From an optimization exercise on the open Yosys and OpenROAD flow, aimed at small area, a short achievable clock period and few clock cycles per item; shortcuts taken in it are not production practice.
Where RTL was checked, it was by simulation tests only, not by an equivalence proof against the original.
Power figures rest on the tool's default switching activity, not on a simulated workload.

run A:
==> flow/design.v <==
package lct_pkg;
  localparam int DEPTH_DEFAULT = 16;
  localparam int CMD_W         = 2;
  localparam int KEY_W         = 16;
  localparam int VALUE_W       = 32;
  localparam logic [VALUE_W-1:0] MISS_WORD = 32'hBF80_0000;
  typedef enum logic [CMD_W-1:0] {
    CMD_LOOKUP = 2'd0,
    CMD_INSERT = 2'd1,
    CMD_CLEAR  = 2'd2
  } cmd_t;
  typedef struct packed {
    logic [KEY_W-1:0]   key;
    logic [VALUE_W-1:0] value;
  } entry_t;
  function automatic int addr_w(input int depth);
    addr_w = (depth > 1) ? $clog2(depth) : 1;
  endfunction
endpackage
module lct_ram #(
  parameter int DEPTH = lct_pkg::DEPTH_DEFAULT
) (
  input  logic                              clk,
  input  logic                              rd_en,
  input  logic [lct_pkg::addr_w(DEPTH)-1:0] rd_addr,
  output lct_pkg::entry_t                   rd_data,
  input  logic                              wr_en,
  input  logic [lct_pkg::addr_w(DEPTH)-1:0] wr_addr,
  input  lct_pkg::entry_t                   wr_data
);
  logic [lct_pkg::KEY_W+lct_pkg::VALUE_W-1:0] mem [0:DEPTH-1];
  always_ff @(posedge clk) begin
    if (wr_en) begin
      mem[wr_addr] <= wr_data;
    end
  end
  always_ff @(posedge clk) begin
    if (rd_en) begin
      rd_data <= mem[rd_addr];
    end
  end
endmodule
module lru_cache_table #(
  parameter int DEPTH = lct_pkg::DEPTH_DEFAULT
) (
  input  logic                        clk,
  input  logic                        rst,
  input  logic                        in_valid,
  output logic                        in_ready,
  input  logic [lct_pkg::CMD_W-1:0]   command,
  input  logic [lct_pkg::KEY_W-1:0]   key,
  input  logic [lct_pkg::VALUE_W-1:0] value,
  output logic                        out_valid,
  input  logic                        out_ready,
  output logic                        hit,
  output logic [lct_pkg::VALUE_W-1:0] read_data
);
  localparam int N  = DEPTH;
  localparam int IW = lct_pkg::addr_w(DEPTH);
  localparam int KW = lct_pkg::KEY_W;
  localparam int VW = lct_pkg::VALUE_W;
  logic                      req_v;
  logic [lct_pkg::CMD_W-1:0] req_cmd;
  logic [KW-1:0]             req_key;
  logic [VW-1:0]             req_val;
  logic [N-1:0]              req_m;     
  logic [KW-1:0] tk  [N];
  logic [IW-1:0] ptr [N];
  logic [N-1:0]  vld;
  logic [VW-1:0] sv  [N];
  logic res_hit;
  logic res_miss;
  logic          go;
  logic [N:0]    ahead;     
  logic          any;
  logic [IW-1:0] hptr;
  logic [IW-1:0] wslot;
  logic          is_lk, is_ins, is_clr;
  logic          do_hit, do_ins, do_clr;
  logic [N-1:0]  sel_prev, sel_next;
  logic [N-1:0]  eq;
  logic          eq_req;
  logic [N-1:0]  m_d;
  assign go       = req_v && (!out_valid || out_ready);
  assign in_ready = !req_v || !out_valid || out_ready;
  assign is_lk  = (req_cmd == lct_pkg::CMD_LOOKUP);
  assign is_ins = (req_cmd == lct_pkg::CMD_INSERT);
  assign is_clr = (req_cmd == lct_pkg::CMD_CLEAR);
  always_comb begin
    ahead[0] = 1'b0;
    for (int p = 0; p < N; p++) begin
      ahead[p+1] = ahead[p] || req_m[p];
    end
    any = ahead[N];
    hptr = '0;
    for (int p = 0; p < N; p++) begin
      hptr = hptr | ({IW{req_m[p] && !ahead[p]}} & ptr[p]);
    end
  end
  assign wslot  = ptr[N-1];
  assign do_hit = go && is_lk && any;
  assign do_ins = go && is_ins;
  assign do_clr = go && is_clr && any;
  always_comb begin
    for (int p = 0; p < N; p++) begin
      sel_prev[p] = do_ins || (do_hit && !ahead[p]);
      sel_next[p] = do_clr && ahead[p+1];
    end
  end
  always_comb begin
    for (int p = 0; p < N; p++) begin
      eq[p] = vld[p] && (tk[p] == key);
    end
    eq_req = (req_key == key);
    for (int p = 0; p < N; p++) begin
      if (sel_prev[p]) begin
        m_d[p] = (p == 0) ? eq_req : eq[(p + N - 1) % N];
      end else if (sel_next[p]) begin
        m_d[p] = (p == N - 1) ? 1'b0 : eq[(p + 1) % N];
      end else begin
        m_d[p] = eq[p];
      end
    end
  end
  always_ff @(posedge clk) begin
    if (sel_prev[0]) begin
      tk[0] <= req_key;
    end else if (sel_next[0]) begin
      tk[0] <= tk[1];
    end
    for (int p = 1; p < N - 1; p++) begin
      if (sel_prev[p]) begin
        tk[p] <= tk[p-1];
      end else if (sel_next[p]) begin
        tk[p] <= tk[p+1];
      end
    end
    if (sel_prev[N-1]) begin
      tk[N-1] <= tk[N-2];
    end
  end
  always_ff @(posedge clk) begin
    if (rst) begin
      for (int p = 0; p < N; p++) begin
        ptr[p] <= IW'(p);
      end
    end else begin
      if (do_ins) begin
        ptr[0] <= wslot;
      end else if (do_hit) begin
        ptr[0] <= hptr;
      end else if (sel_next[0]) begin
        ptr[0] <= ptr[1];
      end
      for (int p = 1; p < N - 1; p++) begin
        if (sel_prev[p]) begin
          ptr[p] <= ptr[p-1];
        end else if (sel_next[p]) begin
          ptr[p] <= ptr[p+1];
        end
      end
      if (sel_prev[N-1]) begin
        ptr[N-1] <= ptr[N-2];
      end else if (do_clr) begin
        ptr[N-1] <= hptr;
      end
    end
  end
  always_ff @(posedge clk) begin
    for (int s = 0; s < N; s++) begin
      if (do_ins && (wslot == IW'(s))) begin
        sv[s] <= req_val;
      end
    end
  end
  always_ff @(posedge clk) begin
    if (in_ready) begin
      req_cmd <= command;
      req_key <= key;
      req_val <= value;
      req_m   <= m_d;
    end
  end
  always_ff @(posedge clk) begin
    if (rst) begin
      req_v     <= 1'b0;
      vld       <= '0;
      out_valid <= 1'b0;
    end else begin
      if (in_ready) begin
        req_v <= in_valid;
      end
      if (do_ins) begin
        vld <= {vld[N-2:0], 1'b1};
      end else if (do_clr) begin
        vld <= {1'b0, vld[N-1:1]};
      end
      if (go) begin
        out_valid <= 1'b1;
      end else if (out_ready) begin
        out_valid <= 1'b0;
      end
    end
  end
  always_ff @(posedge clk) begin
    if (go) begin
      res_hit  <= is_lk && any;
      res_miss <= is_lk && !any;
    end
  end
  assign hit       = res_hit;
  assign read_data = res_hit ? sv[ptr[0]] : (res_miss ? lct_pkg::MISS_WORD : '0);
endmodule
==> flow/config.mk <==
export PLATFORM = sky130hd
export DESIGN_NAME = lru_cache_table
export DESIGN_NICKNAME = lru_cache_table
export VERILOG_FILES = /design/flow/design.v
export SDC_FILE = /design/flow/constraint.sdc
export NUM_CORES = 4
export LEC_CHECK = 0
export CAP_MARGIN = 20
export CORE_MARGIN = 2
export CORE_UTILIZATION = 60
export SETUP_SLACK_MARGIN = 2.5
export SLEW_MARGIN = 20
==> flow/constraint.sdc <==
create_clock -name core_clock -period 5.0 [get_ports {clk}]
set_input_delay 1.0000 -clock core_clock [delete_from_list [all_inputs] [get_ports {clk}]]
set_output_delay 1.0000 -clock core_clock [all_outputs]
set_load 0.01 [all_outputs]
run.sh (not shown) runs the stock make flow with config.mk's settings and CLKGATE_MAP_FILE= SYNTH_SCRIPT=/design/flow/synth_recipe.tcl, a recipe that flattens the netlist after the stock synthesis.
Modified inputs, run B compared to run A
diff --git a/flow/design.v b/flow/design.v
--- a/flow/design.v
+++ b/flow/design.v
@@ -69,6 +69,11 @@
   logic [N-1:0]  vld;
   logic [VW-1:0] sv  [N];
-  logic res_hit;
-  logic res_miss;
+  logic [1:0]    rq_n;
+  logic          rq_hit  [2];
+  logic          rq_miss [2];
+  logic [IW-1:0] rq_slot [2];
+  logic          o_free;
+  logic          rq_pop;
+  logic          r_hit, r_miss;
   logic          go;
   logic [N:0]    ahead;     
@@ -82,6 +87,10 @@
   logic          eq_req;
   logic [N-1:0]  m_d;
-  assign go       = req_v && (!out_valid || out_ready);
-  assign in_ready = !req_v || !out_valid || out_ready;
+  assign go       = req_v && !rq_n[1];
+  assign in_ready = !req_v || !rq_n[1];
+  assign o_free   = !out_valid || out_ready;
+  assign rq_pop   = o_free && (rq_n != 2'd0);
+  assign r_hit    = is_lk && any;
+  assign r_miss   = is_lk && !any;
   assign is_lk  = (req_cmd == lct_pkg::CMD_LOOKUP);
   assign is_ins = (req_cmd == lct_pkg::CMD_INSERT);
@@ -185,4 +194,5 @@
     if (rst) begin
       req_v     <= 1'b0;
+      rq_n      <= 2'd0;
       vld       <= '0;
       out_valid <= 1'b0;
@@ -196,18 +206,32 @@
         vld <= {1'b0, vld[N-1:1]};
       end
-      if (go) begin
-        out_valid <= 1'b1;
-      end else if (out_ready) begin
-        out_valid <= 1'b0;
-      end
-    end
-  end
-  always_ff @(posedge clk) begin
+      if (o_free) begin
+        out_valid <= (rq_n != 2'd0);
+      end
+      rq_n <= rq_n + {1'b0, go} - {1'b0, rq_pop};
+    end
+  end
+  always_ff @(posedge clk) begin
+    if (rq_pop) begin
+      rq_hit[0]  <= rq_hit[1];
+      rq_miss[0] <= rq_miss[1];
+      rq_slot[0] <= rq_slot[1];
+    end
+    if (go && (rq_n == (rq_pop ? 2'd1 : 2'd0))) begin
+      rq_hit[0]  <= r_hit;
+      rq_miss[0] <= r_miss;
+      rq_slot[0] <= hptr;
+    end
     if (go) begin
-      res_hit  <= is_lk && any;
-      res_miss <= is_lk && !any;
-    end
-  end
-  assign hit       = res_hit;
-  assign read_data = res_hit ? sv[ptr[0]] : (res_miss ? lct_pkg::MISS_WORD : '0);
+      rq_hit[1]  <= r_hit;
+      rq_miss[1] <= r_miss;
+      rq_slot[1] <= hptr;
+    end
+  end
+  always_ff @(posedge clk) begin
+    if (o_free) begin
+      hit       <= rq_hit[0];
+      read_data <= rq_hit[0] ? sv[rq_slot[0]] : (rq_miss[0] ? lct_pkg::MISS_WORD : '0);
+    end
+  end
 endmodule
--- outcome ---
Changes observed in run B relative to run A: initial antenna violation count lost 2, synthesized netlist cell count lost 124, design area lost 0.64%, count of clock buffers in the final design picked up an extra 10, area of the multi-input gates picked up an extra about 0.55%.
Run B vs run A: number of enable-type register cells in the synthesized netlist up
[run B] arrival time at the worst endpoint rose 0.25 ns relative to run A
Between run A and run B, multi-input logic portion of the cell area increased.
Run B vs run A on number of flip-flops and latches in the synthesized netlist: run B is the higher one.
Function was not checked in any run of this note: the RTL went through the layout flow alone.

* * *

lru_cache_table, a different RTL version from the one above (not shown whole).
Size in the first run: ~89 I/O pins, about 38,000 um2 of cells after synthesis.
==> module lru_cache_table, before the edit <==
module lru_cache_table #(
  parameter int DEPTH = lct_pkg::DEPTH_DEFAULT
) (
  input  logic                        clk,
  input  logic                        rst,
  input  logic                        in_valid,
  output logic                        in_ready,
  input  logic [lct_pkg::CMD_W-1:0]   command,
  input  logic [lct_pkg::KEY_W-1:0]   key,
  input  logic [lct_pkg::VALUE_W-1:0] value,
  output logic                        out_valid,
  input  logic                        out_ready,
  output logic                        hit,
  output logic [lct_pkg::VALUE_W-1:0] read_data
);
  localparam int N  = DEPTH;
  localparam int IW = lct_pkg::addr_w(DEPTH);
  localparam int KW = lct_pkg::KEY_W;
  localparam int VW = lct_pkg::VALUE_W;
  logic                      req_v;
  logic [lct_pkg::CMD_W-1:0] req_cmd;
  logic [KW-1:0]             req_key;
  logic [VW-1:0]             req_val;
  logic [N-1:0]              req_m;     
  logic [KW-1:0] tk  [N];
  logic [IW-1:0] ptr [N];
  logic [N-1:0]  vld;
  logic [VW-1:0] sv  [N];
  logic [1:0]    rq_n;
  logic          rq_hit  [2];
  logic          rq_miss [2];
  logic [IW-1:0] rq_slot [2];
  logic          o_free;
  logic          rq_pop;
  logic          r_hit, r_miss;
  logic          go;
  logic [N:0]    ahead;     
  logic [N:0]    full;      
  logic          any;
  logic [N-1:0]  first;     
  logic [N-1:0]  hole;      
  logic [IW-1:0] hptr;
  logic [IW-1:0] wslot;
  logic          is_lk, is_ins, is_clr;
  logic          do_hit, do_ins, do_clr;
  logic [N-1:0]  rot;       
  logic [N-1:0]  eq;
  logic          eq_req;
  logic [N-1:0]  m_d;
  assign go       = req_v && !rq_n[1];
  assign in_ready = !req_v || !rq_n[1];
  assign o_free   = !out_valid || out_ready;
  assign rq_pop   = o_free && (rq_n != 2'd0);
  assign is_lk  = (req_cmd == lct_pkg::CMD_LOOKUP);
  assign is_ins = (req_cmd == lct_pkg::CMD_INSERT);
  assign is_clr = (req_cmd == lct_pkg::CMD_CLEAR);
  always_comb begin
    ahead[0] = 1'b0;
    full[0]  = 1'b1;
    for (int p = 0; p < N; p++) begin
      ahead[p+1] = ahead[p] || req_m[p];
      full[p+1]  = full[p] && vld[p];
    end
    any = ahead[N];
    for (int p = 0; p < N; p++) begin
      first[p] = req_m[p] && !ahead[p];
      hole[p]  = full[p] && (!vld[p] || (p == N - 1));
    end
    hptr  = '0;
    wslot = '0;
    for (int p = 0; p < N; p++) begin
      hptr  = hptr | ({IW{first[p]}} & ptr[p]);
      wslot = wslot | ({IW{hole[p]}} & ptr[p]);
    end
  end
  assign do_hit = go && is_lk && any;
  assign do_ins = go && is_ins;
  assign do_clr = go && is_clr && any;
  assign r_hit  = is_lk && any;
  assign r_miss = is_lk && !any;
  always_comb begin
    for (int p = 0; p < N; p++) begin
      rot[p] = (do_ins && full[p]) || (do_hit && !ahead[p]);
    end
  end
  always_comb begin
    for (int p = 0; p < N; p++) begin
      eq[p] = vld[p] && (tk[p] == key);
    end
    eq_req = (req_key == key);
    for (int p = 0; p < N; p++) begin
      if (rot[p]) begin
        m_d[p] = (p == 0) ? eq_req : eq[(p + N - 1) % N];
      end else begin
        m_d[p] = eq[p] && !(do_clr && first[p]);
      end
    end
  end
  always_ff @(posedge clk) begin
    if (rot[0]) begin
      tk[0] <= req_key;
    end
    for (int p = 1; p < N; p++) begin
      if (rot[p]) begin
        tk[p] <= tk[p-1];
      end
    end
  end
  always_ff @(posedge clk) begin
    if (rst) begin
      for (int p = 0; p < N; p++) begin
        ptr[p] <= IW'(p);
      end
    end else begin
      if (rot[0]) begin
        ptr[0] <= do_ins ? wslot : hptr;
      end
      for (int p = 1; p < N; p++) begin
        if (rot[p]) begin
          ptr[p] <= ptr[p-1];
        end
      end
    end
  end
  always_ff @(posedge clk) begin
    if (rst) begin
      vld <= '0;
    end else begin
      if (rot[0]) begin
        vld[0] <= 1'b1;
      end else if (do_clr && first[0]) begin
        vld[0] <= 1'b0;
      end
      for (int p = 1; p < N; p++) begin
        if (rot[p]) begin
          vld[p] <= vld[p-1];
        end else if (do_clr && first[p]) begin
          vld[p] <= 1'b0;
        end
      end
    end
  end
  always_ff @(posedge clk) begin
    for (int s = 0; s < N; s++) begin
      if (do_ins && (wslot == IW'(s))) begin
        sv[s] <= req_val;
      end
    end
  end
  always_ff @(posedge clk) begin
    if (in_ready) begin
      req_cmd <= command;
      req_key <= key;
      req_val <= value;
      req_m   <= m_d;
    end
  end
  always_ff @(posedge clk) begin
    if (rst) begin
      req_v     <= 1'b0;
      rq_n      <= 2'd0;
      out_valid <= 1'b0;
    end else begin
      if (in_ready) begin
        req_v <= in_valid;
      end
      if (o_free) begin
        out_valid <= (rq_n != 2'd0);
      end
      rq_n <= rq_n + {1'b0, go} - {1'b0, rq_pop};
    end
  end
  always_ff @(posedge clk) begin
    if (rq_pop) begin
      rq_hit[0]  <= rq_hit[1];
      rq_miss[0] <= rq_miss[1];
      rq_slot[0] <= rq_slot[1];
    end
    if (go && (rq_n == (rq_pop ? 2'd1 : 2'd0))) begin
      rq_hit[0]  <= r_hit;
      rq_miss[0] <= r_miss;
      rq_slot[0] <= hptr;
    end
    if (go) begin
      rq_hit[1]  <= r_hit;
      rq_miss[1] <= r_miss;
      rq_slot[1] <= hptr;
    end
  end
  always_ff @(posedge clk) begin
    if (o_free) begin
      hit       <= rq_hit[0];
      read_data <= rq_hit[0] ? sv[rq_slot[0]] : (rq_miss[0] ? lct_pkg::MISS_WORD : '0);
    end
  end
endmodule
Settings: LEC_CHECK=0, CAP_MARGIN=20, CORE_MARGIN=2, CORE_UTILIZATION=60, CTS_CLUSTER_DIAMETER=110, CTS_CLUSTER_SIZE=24, SETUP_SLACK_MARGIN=2.2, SLEW_MARGIN=20; clock period 5.0 ns.
Testbench counts at the start, summed over its fixed seeds: cycles 16,024, requests 16,000.
Then changed:
--- a/flow/design.v
+++ b/flow/design.v
@@ -72,6 +72,8 @@
   logic          rq_hit  [2];
   logic          rq_miss [2];
   logic [IW-1:0] rq_slot [2];
+  logic          hd_hit, hd_miss;
+  logic [IW-1:0] hd_slot;
   logic          o_free;
   logic          rq_pop;
   logic          r_hit, r_miss;
@@ -212,16 +214,14 @@
       rq_n <= rq_n + {1'b0, go} - {1'b0, rq_pop};
     end
   end
-  always_ff @(posedge clk) begin
-    if (rq_pop) begin
+  assign hd_hit  = rq_n[1] ? rq_hit[0]  : rq_hit[1];
+  assign hd_miss = rq_n[1] ? rq_miss[0] : rq_miss[1];
+  assign hd_slot = rq_n[1] ? rq_slot[0] : rq_slot[1];
+  always_ff @(posedge clk) begin
+    if (go && !rq_pop) begin
       rq_hit[0]  <= rq_hit[1];
       rq_miss[0] <= rq_miss[1];
       rq_slot[0] <= rq_slot[1];
-    end
-    if (go && (rq_n == (rq_pop ? 2'd1 : 2'd0))) begin
-      rq_hit[0]  <= r_hit;
-      rq_miss[0] <= r_miss;
-      rq_slot[0] <= hptr;
     end
     if (go) begin
       rq_hit[1]  <= r_hit;
@@ -231,8 +231,8 @@
   end
   always_ff @(posedge clk) begin
     if (o_free) begin
-      hit       <= rq_hit[0];
-      read_data <= rq_hit[0] ? sv[rq_slot[0]] : (rq_miss[0] ? lct_pkg::MISS_WORD : '0);
+      hit       <= hd_hit;
+      read_data <= hd_hit ? sv[hd_slot] : (hd_miss ? lct_pkg::MISS_WORD : '0);
     end
   end
 endmodule
Outcome: Register-to-register slack loses 0.04 ns. Via count increases by a few percent. Clock power decreases slightly. Count of clock-buffer cells in the layout decreases by 11. Final cell count increases slightly.
For the second run of this note, only the layout was checked, not whether the RTL still works.

==> port drivers added, routing unchanged <==
The results above use ideal ports. As a check the final layouts listed here were re-extracted and re-timed, cells and wires unchanged.
Step 1 sets driving cells, clkbuf_16 on the clock port and buf_2 on the other inputs (assumed; they add their load-dependent delay and slew).
Step 2, shift: input delay + t, output delay - t, t = (earliest + latest rising clock arrival at the registers) / 2. This alone moves slack from input paths to output paths.
Three values: ideal ports, drivers, drivers and shift; two values: the first two.
| run | t, ns | setup WS [ns] | worst setup path at the end | clock arrival spread, ns |
|---|---|---|---|---|
| run A | 0.734 | 1.086 / 1.018 / 1.513 | input to register | 0.031 / 0.031 |
| run B | 0.720 | 2.240 / 2.240 / 1.763 | input to register | 0.028 / 0.028 |
| the first run of note 2 | 0.690 | 2.202 / 2.202 / 1.592 | input to register | 0.032 / 0.032 |
| the second run of note 2 | 0.689 | 2.159 / 2.126 / 1.606 | input to register | 0.023 / 0.023 |
After both steps every run listed still meets setup and hold. For the first run of note 2, which loses most, drivers alone change the setup slack by 0.000 ns; drivers and shift together by -0.610 ns.
